Context: an optimization exercise on an open-source flow, tuned for small area. The choices shown serve that exercise and are no tape-out recipe. The RTL was checked by simulation tests, not by an equivalence proof against the original design. Power and IR drop assume default switching activity.

fjord:
Design mips_regfile_rd, start of the top module:
module mips_regfile_rd #(
    parameter int DATA_WIDTH = 32,
    parameter int ADDR_WIDTH = 5
) (
    input  logic                  clk,
    input  logic                  reset,
    input  logic                  we,
    input  logic [ADDR_WIDTH-1:0] waddr,
    input  logic [DATA_WIDTH-1:0] wdata,
    input  logic                  re1,
    input  logic [ADDR_WIDTH-1:0] raddr1,
    output logic [DATA_WIDTH-1:0] rdata1,
    input  logic                  re2,
    input  logic [ADDR_WIDTH-1:0] raddr2,
    output logic [DATA_WIDTH-1:0] rdata2
);
Settings: LEC_CHECK=0, CAP_MARGIN=20, CORE_MARGIN=2, CORE_UTILIZATION=55, CTS_BUF_LIST=sky130_fd_sc_hd__clkbuf_8, CTS_CLUSTER_DIAMETER=80, CTS_CLUSTER_SIZE=14, SLEW_MARGIN=20, SYNTH_HIERARCHICAL=1, SYNTH_MINIMUM_KEEP_SIZE=0; clock period 5.0 ns.
standard.sh (not shown) runs the stock make flow with config.mk's settings and CLKGATE_MAP_FILE= SYNTH_SCRIPT=/design/flow/synth_recipe.tcl, a recipe that flattens the netlist after the stock synthesis.
==> flow/flow/run.sh <==
#!/bin/bash
# Layout flow: the standard flow (standard.sh, unchanged synthesis) with
#  - the clock tree built without dummy balancing loads,
#  - minimum-size port buffers,
#  - power recovery (downsizing of non-critical cells) after global routing.
# Each tool's output goes to the ORFS logs; this script's own output to run.log.
set -e
exec > run.log 2>&1
echo "== standard.sh"; cat standard.sh
echo "== config.mk"; cat config.mk
export CTS_ARGS="-sink_clustering_enable -repair_clock_nets -dont_use_dummy_load -sink_clustering_size 14 -sink_clustering_max_diameter 80 -buf_list sky130_fd_sc_hd__clkbuf_8"
export BUFFER_PORTS_ARGS="-buffer_cell sky130_fd_sc_hd__buf_1"
export RECOVER_POWER=100
bash standard.sh > standard.log 2>&1
Ran to the end and failed final checks on max-capacitance violations, max-slew violations: fjord.
Changes in violet relative to fjord:
- clearing CTS_CLUSTER_DIAMETER, which used to be 80
- clearing CTS_BUF_LIST, which used to be sky130_fd_sc_hd__clkbuf_8
- clearing CTS_CLUSTER_SIZE, which used to be 14
==> flow/flow/run.sh <==
#!/bin/bash
# Layout flow: the standard flow (standard.sh, unchanged synthesis) with
#  - inverters that drive wide nets sized up before placement (pre_gpl.tcl),
#  - the clock tree built without dummy balancing loads,
#  - minimum-size port buffers,
#  - global placement without timing-driven repair (repair_design runs after it).
# ORFS writes each tool's log under orfs/logs; make's output goes to
# standard.log and this script's own output to run.log.
set -e
exec > run.log 2>&1
here=$(pwd)
export PRE_GLOBAL_PLACE_TCL="$here/flow/pre_gpl.tcl"
export CTS_ARGS="-sink_clustering_enable -repair_clock_nets -dont_use_dummy_load -sink_clustering_size 14 -sink_clustering_max_diameter 80 -buf_list sky130_fd_sc_hd__clkbuf_8"
export BUFFER_PORTS_ARGS="-buffer_cell sky130_fd_sc_hd__buf_1"
export GPL_TIMING_DRIVEN=0
bash standard.sh > standard.log 2>&1
==> flow/flow/pre_gpl.tcl (new file) <==
# Before global placement: drop the synthesis buffers now (global placement
# would remove them anyway), then give every minimum inverter that drives a
# wide net (row/column selects, write data) the next drive strength, which has
# the same cell area, so repair_design does not buffer those nets.
remove_buffers
set db [ord::get_db]
set inv2 [$db findMaster sky130_fd_sc_hd__inv_2]
set n 0
foreach i [[ord::get_db_block] getInsts] {
  if {[[$i getMaster] getName] eq "sky130_fd_sc_hd__inv_1"} {
    foreach it [$i getITerms] {
      if {[$it isOutputSignal]} {
        set net [$it getNet]
        if {$net ne "NULL" && [llength [$net getITerms]] > 8} {
          $i swapMaster $inv2
          incr n
        }
      }
    }
  }
}
puts "pre_gpl: $n inverters upsized to inv_2"
In violet, net load switching power is lower than in fjord.
Compared with fjord, violet improves first-pass GRT wire length.
Compared with fjord, violet ends up with a smaller final cell area.
Compared with fjord, non-clock buffer count in violet decreased by more than half.
Between violet and fjord, the DRC violation total after the first TritonRoute iteration does not differ in any meaningful way.
Compared with fjord, violet has extra setup slack.
~same final weighted congestion in routability-driven placement in violet and fjord
Both conditions hold for violet: the flow ran to the end and the final layout passed the timing, DRC and antenna checks.
violet vs. fjord: clock buffer instance count of the final layout increased by 1.1% relative to the old numbers, delay contributed by the slowest stage of the critical path moved down.
fjord -> violet: maximum operating frequency increased by a few percent
Setup changes, violet to garnet
- putting CTS_CLUSTER_SIZE at 14 where nothing was set
- putting CTS_BUF_LIST at sky130_fd_sc_hd__clkbuf_8 where nothing was set
- putting CTS_CLUSTER_DIAMETER at 80 where nothing was set
diff --git a/flow/flow/run.sh b/flow/flow/run.sh
--- a/flow/flow/run.sh
+++ b/flow/flow/run.sh
@@ -5,3 +5,3 @@
 #  - minimum-size port buffers,
-#  - global placement without timing-driven repair (repair_design runs after it).
+#  - power recovery (downsizing of non-critical cells) after global routing.
 # ORFS writes each tool's log under orfs/logs; make's output goes to
@@ -14,3 +14,3 @@
 export BUFFER_PORTS_ARGS="-buffer_cell sky130_fd_sc_hd__buf_1"
-export GPL_TIMING_DRIVEN=0
+export RECOVER_POWER=100
 bash standard.sh > standard.log 2>&1
Results
- The flow for garnet finished, though final verification flagged max-capacitance violations, max-slew violations.
- For share of total power in the clock network, garnet and violet come out practically identical.
- Reported for garnet and violet, sum of overflow across all layers after global routing turned out identical to the last digit.
- Going from violet to garnet, power dissipated by switching net loads higher; wire length of the first global-routing pass higher.
- Between garnet and violet, the number of global-route vias before repair does not differ in any meaningful way.
- garnet ends up with a fraction of met2 tracks used by global routing that is 1.1 points lower than in violet.
- Changes observed in garnet relative to violet: non-clock buffering overhead in the final layout shows an increase of 0.51 points; worst setup slack shows a reduction of 120 ps.

## static timing again, ports no longer ideal
The flow's constraints put no driver on any port. The routed layouts listed below were extracted and timed again, unchanged, in two steps. Step 1, drivers: a clkbuf_16 drives clk and a buf_2 each remaining input, both assumed. Step 2, shift: input delay + t, output delay - t, t = (earliest + latest rising clock arrival at the registers) / 2. This alone moves slack from input paths to output paths. a / b / c = ideal ports / drivers / drivers and shift; a / b = the first two.
run	shift t [ns]	setup WS [ns]	worst setup path after step 2	latest minus earliest clock arrival (ns)	worst register clock-pin slew, ns
fjord	0.794	0.655 / 0.702 / -0.092	input to register	0.082 / 0.082	0.10 / 0.10
violet	0.760	0.832 / 0.849 / 0.089	input to register	0.125 / 0.126	0.10 / 0.10
garnet	0.761	0.712 / 0.742 / -0.019	input to register	0.137 / 0.137	0.10 / 0.10
For fjord, which loses most, drivers alone change the setup slack by +0.047 ns; drivers and shift together by -0.747 ns.
